What follows belongs to an exercise in optimizing a design on an open flow for a short achievable clock period and few clock cycles; a production flow would make more cautious choices.
Function was checked by simulation only, so behaviour that the tests miss may differ from the original.
Power is estimated from default activity; no workload was simulated.

## design/flow/flow/run.sh

```bash
#!/bin/bash
# Own flow: the standard layout (standard.sh), run with a larger setup
# slack margin for ORFS's repair_timing so that the resizer keeps working on
# paths well below the design's clock period. The SDC, the synthesis and
# every other step are the standard ones.
set -euo pipefail
MARGIN=${MARGIN:-11}
sed -e "s/CLKGATE_MAP_FILE= /CLKGATE_MAP_FILE= SETUP_SLACK_MARGIN=${MARGIN} /" standard.sh > standard_margin.sh
grep -q "SETUP_SLACK_MARGIN=${MARGIN}" standard_margin.sh
bash standard_margin.sh > flow_make.log 2>&1
```

## design/flow/config.mk

```make
export PLATFORM = sky130hd
export DESIGN_NAME = core_top
export DESIGN_NICKNAME = core_top
export VERILOG_FILES = /design/flow/design.v
export SDC_FILE = /design/flow/constraint.sdc
export NUM_CORES = 4
export LEC_CHECK = 0
export ABC_CLOCK_PERIOD_IN_PS = 4000
export CAP_MARGIN = 20
export CORE_MARGIN = 2
export CORE_UTILIZATION = 50
export SLEW_MARGIN = 20
export TNS_END_PERCENT = 100
```

## design/flow/standard.sh

```bash
#!/bin/bash
# synth_recipe.tcl (not shown) runs the flow's synth.tcl, then flattens the netlist and writes it again
# the make line also repeats each setting of config.mk as NAME=value (left out here)
make -C /OpenROAD-flow-scripts/flow DESIGN_CONFIG=/design/flow/config.mk WORK_HOME=/design/flow/orfs CLKGATE_MAP_FILE= SYNTH_SCRIPT=/design/flow/synth_recipe.tcl "${@:-finish}"
```

## design/flow/constraint.sdc

```tcl
create_clock -name core_clock -period 15.0 [get_ports {CLK}]
set_input_delay 3.0000 -clock core_clock [delete_from_list [all_inputs] [get_ports {CLK}]]
set_output_delay 3.0000 -clock core_clock [all_outputs]
set_load 0.01 [all_outputs]
```

## design/flow/design.v

```verilog
`default_nettype none
package isa_pkg;
    typedef logic [2:0] reg_idx_t;
    typedef enum logic [3:0] {
        OP_MISC  = 4'b0000,
        OP_ARITH = 4'b0001,   
        OP_LOGIC = 4'b0010,   
        OP_MEM   = 4'b0011,   
        OP_MOVLL = 4'b0100,
        OP_MOVLH = 4'b0101,
        OP_MOVHL = 4'b0110,
        OP_MOVHH = 4'b0111
    } opcode_e;
    typedef enum logic [4:0] {
        FN_END    = 5'b00000,
        FN_NOP    = 5'b00011,
        FN_OUT    = 5'b01100,
        FN_MOV    = 5'b10000,
        FN_NOT    = 5'b10001,
        FN_NEG    = 5'b10010,
        FN_LDRAML = 5'b11000,
        FN_LDRAMH = 5'b11001
    } misc_func_e;
    typedef enum logic [2:0] {
        CND_JMP  = 3'b001,
        CND_JEZ  = 3'b010,
        CND_JNZ  = 3'b011,
        CND_JAZ  = 3'b100,
        CND_JBZ  = 3'b101,
        CND_JAEZ = 3'b110,
        CND_JBEZ = 3'b111
    } cond_e;
    typedef struct packed {
        logic       branch;   
        opcode_e    opcode;
        reg_idx_t   dst;
        reg_idx_t   src0;
        reg_idx_t   src1;
        logic [1:0] func;
    } reg_fmt_t;
    typedef struct packed {
        logic               branch;
        cond_e              cond;
        logic [12-1:0] target;
    } br_fmt_t;
    typedef union packed {
        reg_fmt_t r;
        br_fmt_t  b;
    } instr_u;
endpackage
`default_nettype wire
`default_nettype none
package core_pkg;
    typedef struct packed {
        logic [12-1:0]  addr;
        logic [16-1:0] wdata;
        logic                we;
    } mem_req_t;
    typedef struct packed {
        logic [16-1:0] rdata;
    } mem_rsp_t;
    typedef enum logic [3:0] {
        ALU_PASS, ALU_NOT, ALU_NEG,
        ALU_ADD, ALU_SUB, ALU_MUL, ALU_SAR,
        ALU_AND, ALU_OR, ALU_XOR, ALU_ROL
    } alu_op_e;
    typedef struct packed {
        alu_op_e           alu_op;
        logic [2:0]        ra0;
        logic [2:0]        ra1;
        logic [2:0]        wa;
        logic              we_h;
        logic              we_l;
        logic              imm;     
        logic [1:0]        lane;
        logic              load;
        logic              store;
        logic              out;
        logic              jump;
        logic              halt;
        logic              hsel;    
    } dec_t;
    typedef enum logic [2:0] {
        ST_FETCH, ST_WAIT_INSTR, ST_EXEC, ST_WAIT_LOAD,
        ST_WAIT_STORE, ST_WAIT_OUT, ST_HALT
    } seq_state_e;
endpackage
`default_nettype wire
`timescale 1ns/1ps
`default_nettype none
module ks_add32
(
    input  wire [31:0]  x,
    input  wire [31:0]  y,
    input  wire         cin,
    output logic [31:0] s
);
    wire [31:0] g [0:5];
    wire [31:0] p [0:5];
    assign g[0] = {x[31:1] & y[31:1], (x[0] & y[0]) | ((x[0] ^ y[0]) & cin)};
    assign p[0] = x ^ y;
    genvar l, i;
    generate
        for (l = 0; l < 5; l = l + 1) begin : g_lvl
            for (i = 0; i < 32; i = i + 1) begin : g_bit
                if (i >= (1 << l)) begin : g_op
                    assign g[l+1][i] = g[l][i] | (p[l][i] & g[l][i - (1 << l)]);
                    assign p[l+1][i] = p[l][i] & p[l][i - (1 << l)];
                end else begin : g_pass
                    assign g[l+1][i] = g[l][i];
                    assign p[l+1][i] = p[l][i];
                end
            end
        end
    endgenerate
    assign s = (x ^ y) ^ {g[5][30:0], cin};
endmodule
module alu
(
    input  wire [31:0]  a,
    input  wire [31:0]  b,
    input  wire         op_sub,
    input  wire         op_neg,
    input  wire         sel_sum,
    input  wire         sel_a,
    input  wire         sel_not,
    input  wire         sel_and,
    input  wire         sel_or,
    input  wire         sel_xor,
    input  wire         sel_sar,
    input  wire         sel_rol,
    output logic [31:0] result
);
    logic [31:0] s_add;
    logic [31:0] s_sub;
    logic [31:0] s_neg;
    logic [4:0]  sh;
    logic [31:0] sar;
    logic [63:0] rot;
    assign sh = b[4:0];
    ks_add32 u_add (.x(a),  .y(b),     .cin(1'b0), .s(s_add));
    ks_add32 u_sub (.x(a),  .y(~b),    .cin(1'b1), .s(s_sub));
    ks_add32 u_neg (.x(~a), .y(32'd0), .cin(1'b1), .s(s_neg));
    assign sar = $signed(a) >>> sh;
    assign rot = {a, a} << sh;
    assign result = ({32{sel_sum && !op_sub && !op_neg}} & s_add)
                  | ({32{op_sub}}  & s_sub)
                  | ({32{op_neg}}  & s_neg)
                  | ({32{sel_a}}   & a)
                  | ({32{sel_not}} & ~a)
                  | ({32{sel_and}} & (a & b))
                  | ({32{sel_or}}  & (a | b))
                  | ({32{sel_xor}} & (a ^ b))
                  | ({32{sel_sar}} & sar)
                  | ({32{sel_rol}} & rot[63:32]);
endmodule
module csa32
(
    input  wire [31:0]  x,
    input  wire [31:0]  y,
    input  wire [31:0]  z,
    output logic [31:0] s,
    output logic [31:0] c
);
    assign s = x ^ y ^ z;
    assign c = {((x[30:0] & y[30:0]) | (x[30:0] & z[30:0]) | (y[30:0] & z[30:0])), 1'b0};
endmodule
module mul_rows
(
    input  wire [31:0]   a,
    input  wire [31:0]   b,
    output logic [127:0] rows
);
    wire [31:0] pp [0:16];
    wire [31:0] l1 [0:11];
    wire [31:0] l2 [0:7];
    wire [31:0] l3 [0:5];
    wire [15:0] negs;
    wire [32:0] bx;
    assign bx = {b, 1'b0};
    genvar i, k;
    generate
        for (i = 0; i < 16; i = i + 1) begin : g_booth
            wire b2  = bx[2*i+2];
            wire b1  = bx[2*i+1];
            wire b0  = bx[2*i];
            wire one = b1 ^ b0;
            wire two = (b2 & !b1 & !b0) | (!b2 & b1 & b0);
            wire neg = b2 & !(b1 & b0);
            wire [31:0] mag = ({32{one}} & a) | ({32{two}} & {a[30:0], 1'b0});
            wire [31:0] row = mag ^ {32{neg}};
            if (i == 0) begin : g_r0
                assign pp[i] = row;
            end else begin : g_rn
                assign pp[i] = {row[31-2*i:0], {(2*i){1'b0}}};
            end
            assign negs[i] = neg;
        end
        for (i = 0; i < 16; i = i + 1) begin : g_negrow
            assign pp[16][2*i]   = negs[i];
            assign pp[16][2*i+1] = 1'b0;
        end
        for (k = 0; k < 5; k = k + 1) begin : g_l1
            csa32 u (.x(pp[3*k]), .y(pp[3*k+1]), .z(pp[3*k+2]), .s(l1[2*k]), .c(l1[2*k+1]));
        end
        assign l1[10] = pp[15];
        assign l1[11] = pp[16];
        for (k = 0; k < 4; k = k + 1) begin : g_l2
            csa32 u (.x(l1[3*k]), .y(l1[3*k+1]), .z(l1[3*k+2]), .s(l2[2*k]), .c(l2[2*k+1]));
        end
        for (k = 0; k < 2; k = k + 1) begin : g_l3
            csa32 u (.x(l2[3*k]), .y(l2[3*k+1]), .z(l2[3*k+2]), .s(l3[2*k]), .c(l3[2*k+1]));
        end
        assign l3[4] = l2[6];
        assign l3[5] = l2[7];
        for (k = 0; k < 2; k = k + 1) begin : g_l4
            csa32 u (.x(l3[3*k]), .y(l3[3*k+1]), .z(l3[3*k+2]),
                     .s(rows[64*k +: 32]), .c(rows[64*k+32 +: 32]));
        end
    endgenerate
endmodule
module mul_sum
(
    input  wire [127:0] rows,
    output logic [31:0] p
);
    wire [31:0] s5;
    wire [31:0] c5;
    wire [31:0] s6;
    wire [31:0] c6;
    csa32 u_l5 (.x(rows[0 +: 32]), .y(rows[32 +: 32]), .z(rows[64 +: 32]), .s(s5), .c(c5));
    csa32 u_l6 (.x(s5), .y(c5), .z(rows[96 +: 32]), .s(s6), .c(c6));
    ks_add32 u_add (.x(s6), .y(c6), .cin(1'b0), .s(p));
endmodule
`default_nettype wire
`timescale 1ns/1ps
`default_nettype none
module reg_file
(
    input  wire                 CLK,
    input  wire                 rst_n,
    input  wire [7:0]           rs0,
    input  wire [7:0]           rs1,
    input  wire                 e_we,
    input  wire [3:0]           e_be,
    input  wire [7:0]           e_ws,
    input  wire [31:0]          e_wd,
    input  wire                 m_we,
    input  wire [3:0]           m_be,
    input  wire [7:0]           m_ws,
    input  wire [31:0]          m_wd,
    input  wire                 l_we,
    input  wire                 l_hi,
    input  wire [1:0]           l_bm,
    input  wire [7:0]           l_ws,
    input  wire [15:0]          l_wd,
    output logic [31:0]         rd0,
    output logic [31:0]         rd1,
    output logic [31:0]         r5,
    output logic [255:0]        nxt,         
    output logic [255:0]        nxt_em       
);
    logic [31:0] regs [8];
    always_comb begin
        for (int i = 0; i < 8; i++) begin
            for (int l = 0; l < 4; l++) begin
                if (e_we && e_ws[i] && e_be[l]) begin
                    nxt_em[32*i+8*l +: 8] = e_wd[8*l +: 8];
                end else begin
                    nxt_em[32*i+8*l +: 8] = regs[i][8*l +: 8];
                end
                if (e_we && e_ws[i] && e_be[l]) begin
                    nxt[32*i+8*l +: 8] = e_wd[8*l +: 8];
                end else if (l_we && l_ws[i] && (l_hi == l[1]) && l_bm[l[0]]) begin
                    nxt[32*i+8*l +: 8] = l_wd[8*l[0] +: 8];
                end else if (m_we && m_ws[i] && m_be[l]) begin
                    nxt[32*i+8*l +: 8] = m_wd[8*l +: 8];
                end else begin
                    nxt[32*i+8*l +: 8] = regs[i][8*l +: 8];
                end
            end
        end
    end
    always_ff @(posedge CLK or negedge rst_n) begin
        if (!rst_n) begin
            for (int i = 0; i < 8; i++) begin
                regs[i] <= '0;
            end
        end else begin
            for (int i = 0; i < 8; i++) begin
                regs[i] <= nxt[32*i +: 32];
            end
        end
    end
    always_comb begin
        rd0 = '0;
        rd1 = '0;
        for (int i = 0; i < 8; i++) begin
            rd0 = rd0 | ({32{rs0[i]}} & regs[i]);
            rd1 = rd1 | ({32{rs1[i]}} & regs[i]);
        end
    end
    assign r5 = regs[5];
endmodule
`default_nettype wire
`timescale 1ns/1ps
`default_nettype none
`default_nettype wire
`timescale 1ns/1ps
`default_nettype none
`default_nettype wire
`timescale 1ns/1ps
`default_nettype none
module core_top
(
    input  wire                 CLK,
    input  wire                 rst_n,
    input  wire                 mem_req_ready,
    input  wire core_pkg::mem_rsp_t       mem_rsp,
    input  wire                 mem_rsp_valid,
    input  wire                 out_ready,
    output core_pkg::mem_req_t            mem_req,
    output logic                mem_req_valid,
    output logic [32-1:0]  out_data,
    output logic                out_valid,
    output logic                halted
);
    localparam int IBD = 4;   
    localparam int TQD = 4;   
    localparam int NB  = 4;   
    function automatic logic br_eval(input logic [2:0] c, input logic z, input logic n);
        case (c)
            3'd0:    br_eval = 1'b0;
            3'd1:    br_eval = 1'b1;
            3'd2:    br_eval = z;
            3'd3:    br_eval = !z;
            3'd4:    br_eval = !z && !n;
            3'd5:    br_eval = n;
            3'd6:    br_eval = !n;
            default: br_eval = z || n;
        endcase
    endfunction
    function automatic logic writes_r5(input logic [15:0] i);
        logic wr;
        wr = 1'b0;
        if (!i[15]) begin
            case (i[14:11])
                4'b0000: wr = (i[4:0] == 5'b10000) || (i[4:0] == 5'b10001) || (i[4:0] == 5'b10010) ||
                              (i[4:0] == 5'b11000) || (i[4:0] == 5'b11001);
                4'b0001, 4'b0010, 4'b0100, 4'b0101, 4'b0110, 4'b0111: wr = 1'b1;
                default: wr = 1'b0;
            endcase
        end
        writes_r5 = wr && (i[10:8] == 3'd5);
    endfunction
    function automatic logic [7:0] onehot(input logic [2:0] r);
        onehot = 8'b1 << r;
    endfunction
    localparam int C_BR = 0, C_END = 1, C_OUT = 2, C_LD = 3, C_ST = 4, C_MUL = 5, C_IMM = 6,
                   C_RDA = 7, C_RDB = 8, C_WRALU = 9, C_WRD = 10, C_SUB = 11, C_NEG = 12,
                   C_SUM = 13, C_A = 14, C_NOT = 15, C_AND = 16, C_OR = 17, C_XOR = 18,
                   C_SAR = 19, C_ROL = 20, C_BE = 21, CW = 25;
    function automatic logic [CW-1:0] decode(input logic [15:0] i);
        logic [CW-1:0] c;
        logic [3:0]    o;
        logic [4:0]    f;
        logic          misc, mov, inv, neg, ari, lgc, ld, st, mul, imm, out;
        o    = i[14:11];
        f    = i[4:0];
        misc = !i[15] && (o == 4'b0000);
        mov  = misc && (f == 5'b10000);
        inv  = misc && (f == 5'b10001);
        neg  = misc && (f == 5'b10010);
        out  = misc && (f == 5'b01100);
        ld   = misc && (f[4:1] == 4'b1100);
        ari  = !i[15] && (o == 4'b0001);
        lgc  = !i[15] && (o == 4'b0010);
        st   = !i[15] && (o == 4'b0011) && !f[1];
        mul  = ari && (f[1:0] == 2'd2);
        imm  = !i[15] && (o[3:2] == 2'b01);
        c           = '0;
        c[C_BR]     = i[15];
        c[C_END]    = misc && (f == 5'b00000);
        c[C_OUT]    = out;
        c[C_LD]     = ld;
        c[C_ST]     = st;
        c[C_MUL]    = mul;
        c[C_IMM]    = imm;
        c[C_RDA]    = i[15] || out || mov || inv || neg || ld || ari || lgc || st;
        c[C_RDB]    = ari || lgc || st;
        c[C_WRALU]  = mov || inv || neg || (ari && !mul) || lgc;
        c[C_WRD]    = mov || inv || neg || ari || lgc || imm || ld;
        c[C_SUB]    = ari && (f[1:0] == 2'd1);
        c[C_NEG]    = neg;
        c[C_SUM]    = (ari && !f[1]) || neg;
        c[C_A]      = mov;
        c[C_NOT]    = inv;
        c[C_AND]    = lgc && (f[1:0] == 2'd0);
        c[C_OR]     = lgc && (f[1:0] == 2'd1);
        c[C_XOR]    = lgc && (f[1:0] == 2'd2);
        c[C_SAR]    = ari && (f[1:0] == 2'd3);
        c[C_ROL]    = lgc && (f[1:0] == 2'd3);
        c[C_BE +: 4] = imm ? (4'b0001 << o[1:0]) : 4'b1111;
        decode = c;
    endfunction
    logic [11:0]  fpc;                
    logic         rq_fetch;           
    logic         rq_load;            
    logic         rq_store;           
    logic [2:0]   rq_dst;             
    logic         rq_hi;              
    logic [1:0]   rq_bm;              
    logic         sk_v;               
    logic [28:0]  sk_req;
    logic         sk_load;
    logic         sk_store;
    logic [2:0]   sk_dst;
    logic         sk_hi;
    logic [1:0]   sk_bm;
    logic         osk_v;              
    logic [31:0]  osk_data;
    logic         out_load;           
    logic [31:0]  out_new;
    logic [3:0]   tq_fetch;
    logic [3:0]   tq_live;
    logic [11:0]  tq_pc  [TQD];
    logic [2:0]   tq_dst [TQD];
    logic [3:0]   tq_hi;
    logic [3:0]   tq_val;
    logic [1:0]   tq_bm  [TQD];
    logic [3:0]   tq_bp;              
    logic [1:0]   tq_head;
    logic [1:0]   tq_tail;
    logic [2:0]   tq_cnt;
    logic [2:0]   lf_cnt;             
    logic [IBD-1:0] ib_v;
    logic [15:0]  ib_ins [IBD];
    logic [CW-1:0] ib_ctl [IBD];
    logic [7:0]   ib_s0  [IBD];       
    logic [7:0]   ib_s1  [IBD];
    logic [7:0]   ib_sd  [IBD];
    logic [11:0]  ib_pc1 [IBD];       
    logic [IBD-1:0] ib_pred;          
    logic [IBD-1:0] ib_wr5;
    logic [IBD-1:0] ib_bp;
    logic         ex_v;               
    logic [15:0]  ex_w;
    logic [CW-1:0] ex_ctl;
    logic [7:0]   ex_sd;
    logic [11:0]  ex_pc1;
    logic         ex_pred;
    logic         ex_bp;
    logic         ex_wr5;
    logic [31:0]  opA;                
    logic [31:0]  opB;
    logic         m2_v;
    logic [7:0]   m2_sd;
    logic [31:0]  m2_a;
    logic [31:0]  m2_b;
    logic         m3_v;
    logic [7:0]   m3_sd;
    logic [3:0]   m3_be;              
    logic [127:0] m3_r;
    logic [NB-1:0]  bt_v;
    logic [11:0]    bt_pc  [NB];
    logic [11:0]    bt_tgt [NB];
    logic [1:0]     bt_ptr;
    logic           bt_hit;
    logic [11:0]    bt_t;
    logic [31:0]  ra;
    logic [31:0]  rb;
    logic [31:0]  r5;
    logic         r5z;
    logic         r5n;
    logic         acc;
    logic         rq_read;
    logic         rq_data;
    logic         cur_pend;
    assign acc      = mem_req_valid && mem_req_ready;
    assign rq_read  = mem_req_valid && (rq_fetch || rq_load);
    assign rq_data  = mem_req_valid && (rq_load || rq_store);
    assign cur_pend = rq_data && !mem_req_ready;
    logic         rsp_v;
    logic         rsp_ins;
    logic         rsp_ld;
    logic [15:0]  rw;
    assign rw      = mem_rsp.rdata;
    assign rsp_v   = mem_rsp_valid && (tq_cnt != 3'd0);
    assign rsp_ins = rsp_v && tq_fetch[tq_head] && tq_live[tq_head];
    assign rsp_ld  = rsp_v && !tq_fetch[tq_head];
    logic [15:0]  w;
    logic         ir_v;
    logic [CW-1:0] ec;
    logic [7:0]   s0;
    logic [7:0]   s1;
    logic [7:0]   sd;
    logic [2:0]   fd;
    logic [1:0]   ff;
    logic [4:0]   fn;
    logic         e_br, e_end, e_out, e_ld, e_mul, e_st, e_imm;
    logic         rd_a, rd_b, wr_alu, wr_d;
    assign w      = ex_w;
    assign ec     = ex_ctl;
    assign ir_v   = ex_v;
    assign s0     = ib_s0[0];
    assign s1     = ib_s1[0];
    assign sd     = ex_sd;
    assign fd     = w[10:8];
    assign ff     = w[1:0];
    assign fn     = w[4:0];
    assign e_br   = ec[C_BR];
    assign e_end  = ec[C_END];
    assign e_out  = ec[C_OUT];
    assign e_ld   = ec[C_LD];
    assign e_mul  = ec[C_MUL];
    assign e_st   = ec[C_ST];
    assign e_imm  = ec[C_IMM];
    assign rd_a   = ec[C_RDA];
    assign rd_b   = ec[C_RDB];
    assign wr_alu = ec[C_WRALU];
    assign wr_d   = ec[C_WRD];
    logic [7:0]   busy;
    logic         haz;
    logic         tq_ok;
    logic         e_can;
    logic         e_fire;
    logic         e_data;
    logic         e_ofire;
    logic         o_free;
    logic         halt_now;
    logic [7:0]   busy_rr;
    logic         rr_haz;
    logic         rr_adv;
    assign busy_rr  = busy | (m2_v ? m2_sd : 8'b0) | ((m3_v && (m3_be != 4'd0)) ? m3_sd : 8'b0) |
                      ((ex_v && (e_mul || e_ld)) ? sd : 8'b0);
    assign rr_haz   = (ib_ctl[0][C_RDA] && |(s0 & busy_rr)) || (ib_ctl[0][C_RDB] && |(s1 & busy_rr));
    assign haz      = 1'b0;
    assign tq_ok    = (tq_cnt + {2'b0, rq_read} + {2'b0, sk_v && sk_load}) <= 3'(TQD - 1);
    assign e_can    = ir_v && !halted;
    assign e_fire   = e_can && !e_end && (!(e_ld || e_st) || (!sk_v && (!e_ld || tq_ok))) &&
                      (!e_out || !osk_v);
    assign rr_adv   = ib_v[0] && !halted && (!ex_v || e_fire) && !rr_haz && !e_redir;
    assign e_data   = e_fire && (e_ld || e_st);
    assign e_ofire  = e_fire && e_out;
    assign o_free   = !out_valid || out_ready;
    assign out_load = o_free && (osk_v || e_ofire);
    assign out_new  = osk_v ? osk_data : ra;
    assign halt_now = ir_v && e_end && !halted && !sk_v && !osk_v && o_free &&
                      (!(mem_req_valid && rq_store) || mem_req_ready);
    logic         e_take;
    logic         e_redir;
    logic [11:0]  e_tgt;
    logic         haz5;
    logic [7:0]   pv;
    logic         d_pt;
    logic         bp_h;
    logic [11:0]  d_tgt;
    logic [11:0]  rsp_pc1;
    logic         d_redir;
    logic         kill;
    assign r5z     = (r5 == 32'd0);
    assign r5n     = r5[31];
    assign e_take  = br_eval(w[14:12], opA == 32'd0, opA[31]);
    assign e_redir = e_can && e_br && (e_take != ex_pred);
    assign e_tgt   = e_take ? w[11:0] : ex_pc1;
    always_comb begin
        haz5 = busy_rr[5] || |(ib_v & ib_wr5) || (ex_v && ex_wr5) || (m3_v && m3_sd[5] && (m3_be != 4'd0));
        for (int c = 0; c < 8; c++) begin
            pv[c] = haz5 ? (c != 0) : br_eval(3'(c), r5z, r5n);
        end
    end
    assign rsp_pc1 = tq_pc[tq_head] + 12'd1;
    assign d_pt    = rw[15] && pv[rw[14:12]];
    assign bp_h    = tq_bp[tq_head];
    assign d_redir = rsp_ins && (bp_h ? !d_pt : d_pt);
    assign d_tgt   = bp_h ? rsp_pc1 : rw[11:0];
    logic         rr_chk;
    logic         rr_z;
    logic [2:0]   rr_c;
    logic         rr_known;
    logic         rr_take;
    logic         rr_redir;
    logic [11:0]  rr_tgt;
    assign rr_chk = ib_v[0] && ib_ctl[0][C_BR] && e_fire && ec[C_SUB] && ex_wr5;
    assign rr_z   = (opA == opB);
    assign rr_c   = ib_ins[0][14:12];
    always_comb begin
        case (rr_c)
            3'd0:    begin rr_known = 1'b1; rr_take = 1'b0; end
            3'd1:    begin rr_known = 1'b1; rr_take = 1'b1; end
            3'd2:    begin rr_known = 1'b1; rr_take = rr_z; end
            3'd3:    begin rr_known = 1'b1; rr_take = !rr_z; end
            3'd4:    begin rr_known = rr_z; rr_take = 1'b0; end
            3'd5:    begin rr_known = rr_z; rr_take = 1'b0; end
            default: begin rr_known = rr_z; rr_take = 1'b1; end
        endcase
    end
    assign rr_redir = rr_chk && rr_known && (rr_take != ib_pred[0]);
    assign rr_tgt   = rr_take ? ib_ins[0][11:0] : ib_pc1[0];
    assign kill    = e_redir || rr_redir || d_redir;
    always_comb begin
        bt_hit = 1'b0;
        bt_t   = 12'd0;
        for (int i = 0; i < NB; i++) begin
            if (bt_v[i] && bt_pc[i] == fpc) begin
                bt_hit = 1'b1;
                bt_t   = bt_t | bt_tgt[i];
            end
        end
    end
    logic [31:0]  alu_res;
    logic [127:0] mt_r;
    logic [31:0]  mul_res;
    logic         e_wen;
    logic [31:0]  e_wd;
    logic [7:0]   l_ws;
    assign l_ws = onehot(tq_dst[tq_head]);
    logic [255:0] rf_nxt;
    logic [31:0]  opA_n;
    logic [31:0]  opB_n;
    reg_file u_rf (
        .CLK(CLK), .rst_n(rst_n), .rs0(s0), .rs1(s1),
        .e_we(e_wen), .e_be(ec[C_BE +: 4]), .e_ws(sd), .e_wd(e_wd),
        .m_we(m3_v), .m_be(m3_be), .m_ws(m3_sd), .m_wd(mul_res),
        .l_we(rsp_ld), .l_hi(tq_hi[tq_head]), .l_bm(tq_bm[tq_head]), .l_ws(l_ws), .l_wd(rw),
        .rd0(), .rd1(), .r5(r5), .nxt(), .nxt_em(rf_nxt)
    );
    always_comb begin
        opA_n = '0;
        opB_n = '0;
        for (int i = 0; i < 8; i++) begin
            opA_n = opA_n | ({32{s0[i]}} & rf_nxt[32*i +: 32]);
            opB_n = opB_n | ({32{s1[i]}} & rf_nxt[32*i +: 32]);
        end
    end
    assign ra = opA;
    assign rb = opB;
    alu u_alu (
        .a(ra), .b(rb),
        .op_sub(ec[C_SUB]), .op_neg(ec[C_NEG]),
        .sel_sum(ec[C_SUM]), .sel_a(ec[C_A]), .sel_not(ec[C_NOT]),
        .sel_and(ec[C_AND]), .sel_or(ec[C_OR]), .sel_xor(ec[C_XOR]),
        .sel_sar(ec[C_SAR]), .sel_rol(ec[C_ROL]),
        .result(alu_res)
    );
    mul_rows u_mrows (.a(m2_a), .b(m2_b), .rows(mt_r));
    mul_sum  u_msum  (.rows(m3_r), .p(mul_res));
    assign e_wen = e_can && (wr_alu || e_imm);
    assign e_wd  = e_imm ? {4{w[7:0]}} : alu_res;
    logic         ew_v;
    logic [3:0]   ew_be;
    assign ew_v  = e_wen || (e_can && e_mul);
    assign ew_be = e_mul ? 4'hf : ec[C_BE +: 4];
    function automatic logic [1:0] ld_mask(input logic [1:0] bm, input logic [2:0] dst, input logic hi);
        ld_mask = bm;
        if (ew_v && dst == fd) begin
            ld_mask = bm & ~(hi ? ew_be[3:2] : ew_be[1:0]);
        end
    endfunction
    logic [7:0]   busy_n;
    logic [3:0]   m3_be_n;
    assign m3_be_n = (ew_v && (sd == m2_sd)) ? ~ew_be : 4'hf;
    always_comb begin
        busy_n = 8'b0;
        if (e_data && e_ld) begin
            busy_n = busy_n | sd;
        end
        if (mem_req_valid && rq_load && (ld_mask(rq_bm, rq_dst, rq_hi) != 2'd0)) begin
            busy_n = busy_n | onehot(rq_dst);
        end
        if (sk_v && sk_load && (ld_mask(sk_bm, sk_dst, sk_hi) != 2'd0)) begin
            busy_n = busy_n | onehot(sk_dst);
        end
        for (int i = 0; i < TQD; i++) begin
            if (tq_val[i] && !tq_fetch[i] && !(tq_pop && tq_head == 2'(i)) &&
                (ld_mask(tq_bm[i], tq_dst[i], tq_hi[i]) != 2'd0)) begin
                busy_n = busy_n | onehot(tq_dst[i]);
            end
        end
    end
    always_ff @(posedge CLK or negedge rst_n) begin
        if (!rst_n) begin
            busy <= 8'd0;
        end else begin
            busy <= busy_n;
        end
    end
    logic         credit_ok;
    logic         fetch_ok;
    logic [11:0]  fpc_next;
    logic [2:0]   ib_n;
    logic [28:0]  e_req;
    assign ib_n      = 3'(ib_v[0]) + 3'(ib_v[1]) + 3'(ib_v[2]) + 3'(ib_v[3]);
    assign credit_ok = ({1'b0, ib_n} + {1'b0, lf_cnt} + {3'b0, mem_req_valid && rq_fetch}) <= 4'(IBD - 1);
    assign fetch_ok  = (credit_ok || e_redir || rr_redir) && tq_ok;
    assign e_req     = e_ld ? {ra[11:0], 16'h0, 1'b0} : {rb[11:0], ff[0] ? ra[31:16] : ra[15:0], 1'b1};
    logic         d_take;
    logic [11:0]  fpc_nod;            
    always_comb begin
        if (e_redir) begin
            fpc_nod = e_tgt;
        end else if (rr_redir) begin
            fpc_nod = rr_tgt;
        end else if (acc && rq_fetch) begin
            fpc_nod = bt_hit ? bt_t : fpc + 12'd1;
        end else begin
            fpc_nod = fpc;
        end
    end
    assign d_take   = d_redir && !e_redir && !rr_redir;
    assign fpc_next = d_take ? d_tgt : fpc_nod;
    always_ff @(posedge CLK or negedge rst_n) begin
        if (!rst_n) begin
            fpc           <= 12'h008;
            mem_req_valid <= 1'b0;
            rq_fetch      <= 1'b0;
            rq_load       <= 1'b0;
            rq_store      <= 1'b0;
            rq_dst        <= 3'd0;
            rq_hi         <= 1'b0;
            rq_bm         <= 2'd0;
            sk_bm         <= 2'd0;
            sk_v          <= 1'b0;
            sk_req        <= '0;
            sk_load       <= 1'b0;
            sk_store      <= 1'b0;
            sk_dst        <= 3'd0;
            sk_hi         <= 1'b0;
        end else begin
            fpc <= fpc_next;
            rq_bm <= ld_mask(rq_bm, rq_dst, rq_hi);
            sk_bm <= ld_mask(sk_bm, sk_dst, sk_hi);
            if (halted || halt_now) begin
                mem_req_valid <= 1'b0;
                rq_fetch      <= 1'b0;
                rq_load       <= 1'b0;
                rq_store      <= 1'b0;
                sk_v          <= 1'b0;
            end else if (cur_pend) begin
                if (e_data) begin
                    sk_v     <= 1'b1;
                    sk_req   <= e_req;
                    sk_load  <= e_ld;
                    sk_store <= e_st;
                    sk_dst   <= fd;
                    sk_hi    <= fn[0];
                    sk_bm    <= 2'b11;
                end
            end else if (sk_v) begin
                mem_req_valid <= 1'b1;
                rq_fetch      <= 1'b0;
                rq_load       <= sk_load;
                rq_store      <= sk_store;
                rq_dst        <= sk_dst;
                rq_hi         <= sk_hi;
                rq_bm         <= ld_mask(sk_bm, sk_dst, sk_hi);
                sk_v          <= e_data;
                if (e_data) begin
                    sk_req   <= e_req;
                    sk_load  <= e_ld;
                    sk_store <= e_st;
                    sk_dst   <= fd;
                    sk_hi    <= fn[0];
                    sk_bm    <= 2'b11;
                end
            end else if (e_data) begin
                mem_req_valid <= 1'b1;
                rq_fetch      <= 1'b0;
                rq_load       <= e_ld;
                rq_store      <= e_st;
                rq_dst        <= fd;
                rq_hi         <= fn[0];
                rq_bm         <= 2'b11;
            end else if (fetch_ok) begin
                mem_req_valid <= 1'b1;
                rq_fetch      <= 1'b1;
                rq_load       <= 1'b0;
                rq_store      <= 1'b0;
            end else begin
                mem_req_valid <= 1'b0;
                rq_fetch      <= 1'b0;
                rq_load       <= 1'b0;
                rq_store      <= 1'b0;
            end
        end
    end
    logic [28:0]  req_nod;            
    logic         fetch_slot;
    logic [28:0]  dq;
    always_ff @(posedge CLK) begin
        if (!cur_pend) begin
            dq <= sk_v ? sk_req : e_req;
        end
    end
    always_comb begin
        if (cur_pend) begin
            req_nod = dq;
        end else if (sk_v) begin
            req_nod = sk_req;
        end else if (e_data) begin
            req_nod = e_req;
        end else begin
            req_nod = {fpc_nod, 16'h0, 1'b0};
        end
    end
    assign fetch_slot = !cur_pend && !sk_v && !e_data && fetch_ok;
    always_ff @(posedge CLK) begin
        mem_req <= (fetch_slot && d_take) ? {d_tgt, 16'h0, 1'b0} : req_nod;
    end
    logic tq_push;
    logic tq_pop;
    assign tq_push = acc && (rq_fetch || rq_load);
    assign tq_pop  = rsp_v;
    always_ff @(posedge CLK or negedge rst_n) begin
        if (!rst_n) begin
            tq_head  <= 2'd0;
            tq_tail  <= 2'd0;
            tq_cnt   <= 3'd0;
            tq_live  <= 4'd0;
            tq_fetch <= 4'd0;
            tq_bp    <= 4'd0;
            tq_val   <= 4'd0;
            lf_cnt   <= 3'd0;
        end else begin
            if (tq_pop) begin
                tq_val[tq_head] <= 1'b0;
            end
            if (kill) begin
                tq_live <= 4'd0;
            end
            if (tq_push) begin
                tq_fetch[tq_tail] <= rq_fetch;
                tq_live[tq_tail]  <= rq_fetch && !kill;
                tq_hi[tq_tail]    <= rq_hi;
                tq_bp[tq_tail]    <= bt_hit;
                tq_val[tq_tail]   <= 1'b1;
                tq_tail           <= tq_tail + 2'd1;
            end
            if (tq_pop) begin
                tq_head <= tq_head + 2'd1;
            end
            tq_cnt <= tq_cnt + {2'b0, tq_push} - {2'b0, tq_pop};
            if (kill) begin
                lf_cnt <= 3'd0;
            end else begin
                lf_cnt <= lf_cnt + {2'b0, tq_push && rq_fetch} - {2'b0, rsp_ins};
            end
        end
    end
    always_ff @(posedge CLK) begin
        for (int i = 0; i < TQD; i++) begin
            if (tq_push && tq_tail == 2'(i)) begin
                tq_bm[i] <= ld_mask(rq_bm, rq_dst, rq_hi);
            end else begin
                tq_bm[i] <= ld_mask(tq_bm[i], tq_dst[i], tq_hi[i]);
            end
        end
        if (tq_push) begin
            tq_pc[tq_tail]  <= mem_req[28:17];
            tq_dst[tq_tail] <= rq_dst;
        end
    end
    logic           ib_push;
    logic [IBD-1:0] v_sh;             
    logic [IBD-1:0] slot;             
    assign ib_push = rsp_ins && !e_redir && !rr_redir;
    assign v_sh    = rr_adv ? {1'b0, ib_v[IBD-1:1]} : ib_v;
    assign slot    = ~v_sh & {v_sh[IBD-2:0], 1'b1};
    always_ff @(posedge CLK or negedge rst_n) begin
        if (!rst_n) begin
            ib_v    <= '0;
            ib_pred <= '0;
            ib_wr5  <= '0;
            ib_bp   <= '0;
        end else begin
            if (e_redir) begin
                ib_v <= '0;
            end else if (rr_redir) begin
                ib_v <= rr_adv ? '0 : {{(IBD-1){1'b0}}, 1'b1};
            end else begin
                ib_v <= v_sh | (ib_push ? slot : '0);
            end
            if (rr_redir && !rr_adv) begin
                ib_pred[0] <= rr_take;
            end
            for (int i = 0; i < IBD; i++) begin
                if (slot[i]) begin
                    ib_pred[i] <= d_pt;
                    ib_wr5[i]  <= writes_r5(rw);
                    ib_bp[i]   <= bp_h;
                end else if (rr_adv && i < IBD - 1) begin
                    ib_pred[i] <= ib_pred[i+1];
                    ib_wr5[i]  <= ib_wr5[i+1];
                    ib_bp[i]   <= ib_bp[i+1];
                end
            end
        end
    end
    always_ff @(posedge CLK) begin
        for (int i = 0; i < IBD; i++) begin
            if (slot[i]) begin
                ib_ins[i] <= rw;
                ib_ctl[i] <= decode(rw);
                ib_s0[i]  <= rw[15] ? onehot(3'd5) : onehot(rw[7:5]);
                ib_s1[i]  <= onehot(rw[4:2]);
                ib_sd[i]  <= onehot(rw[10:8]);
                ib_pc1[i] <= rsp_pc1;
            end else if (rr_adv && i < IBD - 1) begin
                ib_ins[i] <= ib_ins[i+1];
                ib_ctl[i] <= ib_ctl[i+1];
                ib_s0[i]  <= ib_s0[i+1];
                ib_s1[i]  <= ib_s1[i+1];
                ib_sd[i]  <= ib_sd[i+1];
                ib_pc1[i] <= ib_pc1[i+1];
            end
        end
    end
    always_ff @(posedge CLK or negedge rst_n) begin
        if (!rst_n) begin
            ex_v <= 1'b0;
        end else if (rr_adv) begin
            ex_v <= 1'b1;
        end else if (e_fire || e_redir) begin
            ex_v <= 1'b0;
        end
    end
    always_ff @(posedge CLK) begin
        if (rr_adv) begin
            ex_w    <= ib_ins[0];
            ex_ctl  <= ib_ctl[0];
            ex_sd   <= ib_sd[0];
            ex_pc1  <= ib_pc1[0];
            ex_pred <= rr_redir ? rr_take : ib_pred[0];
            ex_bp   <= ib_bp[0];
            ex_wr5  <= ib_wr5[0];
            opA     <= opA_n;
            opB     <= opB_n;
        end
    end
    logic bt_ins;
    assign bt_ins = e_can && e_br && e_take && !ex_bp;
    always_ff @(posedge CLK or negedge rst_n) begin
        if (!rst_n) begin
            bt_v   <= '0;
            bt_ptr <= 2'd0;
        end else if (bt_ins) begin
            bt_v[bt_ptr] <= 1'b1;
            bt_ptr       <= bt_ptr + 2'd1;
        end
    end
    always_ff @(posedge CLK) begin
        if (bt_ins) begin
            bt_pc[bt_ptr]  <= ex_pc1 - 12'd1;
            bt_tgt[bt_ptr] <= w[11:0];
        end
    end
    always_ff @(posedge CLK or negedge rst_n) begin
        if (!rst_n) begin
            m2_v      <= 1'b0;
            m3_v      <= 1'b0;
            out_valid <= 1'b0;
            osk_v     <= 1'b0;
            halted    <= 1'b0;
        end else begin
            m2_v <= e_can && e_mul;
            m3_v <= m2_v;
            if (halt_now) begin
                halted <= 1'b1;
            end
            if (halted || halt_now) begin
                out_valid <= 1'b0;
                osk_v     <= 1'b0;
            end else if (!o_free) begin
                if (e_ofire) begin
                    osk_v <= 1'b1;
                end
            end else if (osk_v) begin
                out_valid <= 1'b1;
                osk_v     <= e_ofire;
            end else begin
                out_valid <= e_ofire;
            end
        end
    end
    always_ff @(posedge CLK) begin
        if (e_can && e_mul) begin
            m2_a  <= ra;
            m2_b  <= rb;
            m2_sd <= sd;
        end
        if (m2_v) begin
            m3_r  <= mt_r;
            m3_sd <= m2_sd;
            m3_be <= m3_be_n;
        end
        if (e_ofire && (!o_free || osk_v)) begin
            osk_data <= ra;
        end
        if (out_load) begin
            out_data <= out_new;
        end
    end
endmodule
`default_nettype wire
```

==> run summary <==
- RD Place Congestion: 1.06
- Layout check failures: capacitance limit, slew limit
- Run status: failed layout checks
- Final nets: 9401
- Final setup viols: 0
- Pleak: 42.5 nW
- Antenna viol nets, final: 0
- Pin count of the biggest net entering global routing: 78
- Vias in the first global route: 72100
- Cts bufs inserted: 146
- Fin. max-slew vios: 17
- 1st-pass router iterations: 9
- Root buf cell: clkbuf_16
- Io pins: 85
- Syn nets: 8867
- Fmax: 220 MHz
- Worst slew pin tran: 1.65 ns
- Num rows: 149
- Fin crit period: 4.54 ns
- CP Capture Type: flop
- Period Utilization, post-route: 30.2%
- Cell count after synthesis: 8397
- Iteration-0 DRC Markers: 13200
- Yosys cell types: 97
- Worst Path Required: 15.58 ns
- Total of max-cap violations: 2
- Clock transition at the registers of the reported paths: 0.06 ns
- Cell Pwr Density: 141 nW/um^2
- Critical Path AT: 5.12 ns
- Starting Density: 50.4%
- Mux contribution to synthesized area: 7.62%
- Slew headroom: -10.0%
- Sequential fraction of the synthesis area: 42.9%
- Layout cell share with drive strength beyond 1: 30.5%
- Die Y: 412 microns
- Area growth syn-to-layout: 31.4%
- Die area: 170000 sq um
- Post-synth EDFFs: 850
- Ys async rst share: 29.9%
- CTS Buffer Depth: 3
- Synth Area per Inst: 9.91 sq um
- Final Hold Vio Count: 0
- Post-synthesis xor/xnor area fraction: 4.42%
- Worst skew pair latency: 0.86 ns
- Hpwl dp: 246000 microns
- Placed insts: 10200
- Routed vias: 79700
- Global-route wire length before repair: 532000 microns
- CTS tree: done
- Area of the multi-input gates: 51800 sq um
- CTS sink count: 1265
- Compound-gate portion of the synthesized area: 17.7%
- Seq cells post-synth: 1265
- PortBufs: 84
- Layout Cells excl Fill: 11300
- DRC viols: 0
- FILL cells: 12500
- Element type at the critical path start: flop
- Core box area: 165000 sq um
- H-Tree Depth: 4
- Grt total ovfl: 0
- Wire per inst: 36.2 microns
- Synth Flop Type: edfxtp_1
- Largest family of logic cells by synthesized area: compound AO/OA/AOI/OAI gates
- Critical path class: flop to flop
- Setup Skew: 0.0676 ns
- Post-route setup TNS: 0 ns
- Initial antenna violation count: 34
- Unrepaired setup endpoints after global routing: yes
- Overall routing resource usage: 43.5%
- DR vias/cell: 7.08
- Post-Syn Area: 83200 sq um
- Die W: 412 microns
- YS warnings: 25
- Synth Area in Simple Gates: 14.0%
- Worst vdd ir: 0.142 mV
- Post-synthesis adder-cell area fraction: 8.61%
- FF/Latch Area: 35800 sq um
- Min-Delay Path Class: flop to flop
- Aggregate routed wire length: 408000 microns
- Worst-path maximum fanout: 7
==> flip-flops by register name, indices dropped and copies added (netlist names), 32 cells and up <==
signal,count
m3_r,89
ib_ctl,96
osk_data,32
opA,32
out_data,32
opB,32
ib_pc1,48
u_rf.regs,256
ib_ins,60
ib_s0,32
ib_sd,32
bt_pc,48
tq_pc,48
bt_tgt,48
ib_s1,32
m2_a,32
m2_b,32
==> routing by layer <==
layer	vias up	track usage, %	wire length (microns)
met4	16	27.5	39500
met5	-	0	221
li1	32100	-	-
met2	6659	63.3	171000
met3	1856	12.6	54200
met1	39100	57.1	144000
==> layout by cell type (no fill, tap or decap), types with 221 or more instances in the layout <==
cell | synthesis | routed
a21oi_1 | 349 | 246
a22oi_1 | 333 | 278
buf_4 | 4 | 440
buf_6 | 0 | 221
dfrtp_1 | 377 | 371
edfxtp_1 | 850 | 850
inv_1 | 326 | 266
nand2_1 | 1081 | 888
nand3_1 | 329 | 296
nor2_1 | 482 | 370
o21ai_0 | 573 | 311
xnor2_1 | 263 | 233
==> cells in the mapped netlist (29+ instances only) <==
master / number / area share, %
buf_1: 71 / 0.32
nor3_1: 80 / 0.48
buf_2: 29 / 0.17
or2_2: 30 / 0.23
edfxtp_1: 850 / 31
nand2b_1: 82 / 0.62
a22o_1: 41 / 0.43
o221a_2: 34 / 0.46
mux2_2: 118 / 1.6
a32oi_1: 83 / 0.87
nor2_1: 482 / 2.2
a21o_1: 35 / 0.32
nand4_1: 81 / 0.61
a21oi_1: 349 / 2.1
a221oi_1: 92 / 0.97
o211ai_1: 78 / 0.70
fa_1: 206 / 5.0
dfxtp_1: 37 / 0.89
clkbuf_1: 583 / 2.6
o2111ai_1: 35 / 0.37
nand3_1: 329 / 2.0
inv_1: 326 / 1.5
xor2_1: 157 / 1.7
a221o_1: 33 / 0.40
a211oi_1: 72 / 0.65
nor4_1: 44 / 0.33
mux2_1: 73 / 0.99
a22oi_1: 333 / 3.0
xnor2_1: 263 / 2.8
o31ai_1: 36 / 0.32
a31oi_1: 51 / 0.38
o21ai_0: 573 / 3.4
and2_1: 44 / 0.33
nand2_1: 1081 / 4.9
and3_1: 102 / 0.77
mux4_2: 81 / 2.2
mux2i_1: 236 / 2.8
dfrtp_1: 377 / 11
o22ai_1: 95 / 0.71
ha_1: 243 / 3.7
nor2b_1: 90 / 0.68
==> through the flow <==
step | util (%) | hold WS (ns) | cell area, sq um | power, mW | worst slack, ns
6_report | 66.2 | 0.419 | 109000 | 15.4 | 10.46
2_1_floorplan | - | 0.400 | 85300 | 7.83 | 10.24
3_3_place_gp | 53.1 | 0.403 | 87600 | 9.62 | 8.43
3_5_place_dp | 53.1 | 0.408 | 87700 | 9.66 | 8.22
4_1_cts | 61.0 | 0.413 | 101000 | 14.1 | 10.48
5_1_grt | 66.2 | 0.427 | 109000 | 15.8 | 10.46
==> critical path: stages, from the launching register on <==
cell	delay (ns)
edfxtp_1	0.43
buf_12	0.15
or4_4	0.55
nand4b_4	0.24
o41a_1	0.45
a311o_2	0.49
buf_6	0.17
o21ai_4	0.19
nand3_4	0.18
buf_12	0.19
inv_16	0.06
nand2_8	0.06
o22ai_4	0.23
buf_12	0.20
buf_12	0.16
buf_16	0.19
mux2_4	0.32
==> path summary, 6_finish.rpt <==
check	slack (ns)	end	cells past startpoint	start
worst max-delay path	10.46	ib_s0[1][6]	16	opA[22]
worst min-delay path	0.42	ex_ctl[1]	0	ib_ctl[0][1]
worst max register to register	10.46	ib_s0[1][6]	16	opA[22]
worst min register to register	0.42	ex_ctl[1]	0	ib_ctl[0][1]
max in group asynchronous	11.12	u_rf.regs[3][18]	4	rst_n
min in group asynchronous	2.13	bt_ptr[0]	1	rst_n
==> cells by family (layout without fill, tap and decap cells) <==
kind of cell | after synthesis | in the layout
adders and majority gates | 449 | 449
and+or+nand+nor | 2537 | 2580
buffers and inverters | 1031 | 1637
muxes | 508 | 512
AOI/OAI and AO/OA | 2187 | 2188
xor gates and xnor gates | 420 | 420
other | 0 | 23
DFF | 1265 | 1265
==> where the power goes <==
part / total [mW] / switching, mW / internal [mW]
Clock: 3.67 / 1.64 / 2.03
Combinational: 6.36 / 3.72 / 2.64
Sequential: 5.42 / 0.824 / 4.59
==> cell type report <==
class	instances	share of cell area, %
clock buffer	203	3.72
timing repair buffer	1022	11.6
inverter	341	1.35
timing repair inverter	6	0.0687
multi-input combinational	6149	47.3
sequential	1265	32.7
tap	2189	2.51
clock inverter	65	0.672
antenna	23	0.0526
==> repair_timing <==
item                                     CTS  global route
hold buffers                               0             0
pin swaps                                246           500
endpoints found under the setup margin  1571          1238
gates resized for setup                 1224          1129
cloned                                    58            97
buffers inserted                         361           233
Testbench counts, summed over its fixed seeds: cycles 76,069.

## afterwards: timing with drivers on the ports
The flow's constraints put no driver on any port. The routed layout listed below was extracted and timed again, unchanged, in two steps.
Step 1 sets driving cells, clkbuf_16 on the clock port and buf_2 on the other inputs (assumed; they add their load-dependent delay and slew).
Step 2 times the ports against the registers' clock, not the clock port: input delays grow and output delays shrink by t, the midpoint of the rising clock arrivals with the driver on.
Slacks: no drivers / after step 1 / after step 2; pairs: no drivers / after step 1.
shift t [ns]: 0.920
slack for setup (ns): 10.463 / 10.446 / 9.805
hold slack, ns: 0.419 / 0.419 / 0.419
worst register clock-pin slew, ns: 0.07 / 0.07
pins driven straight from the clock port: 1
For this run, drivers alone change the setup slack by -0.017 ns; drivers and shift together by -0.658 ns.
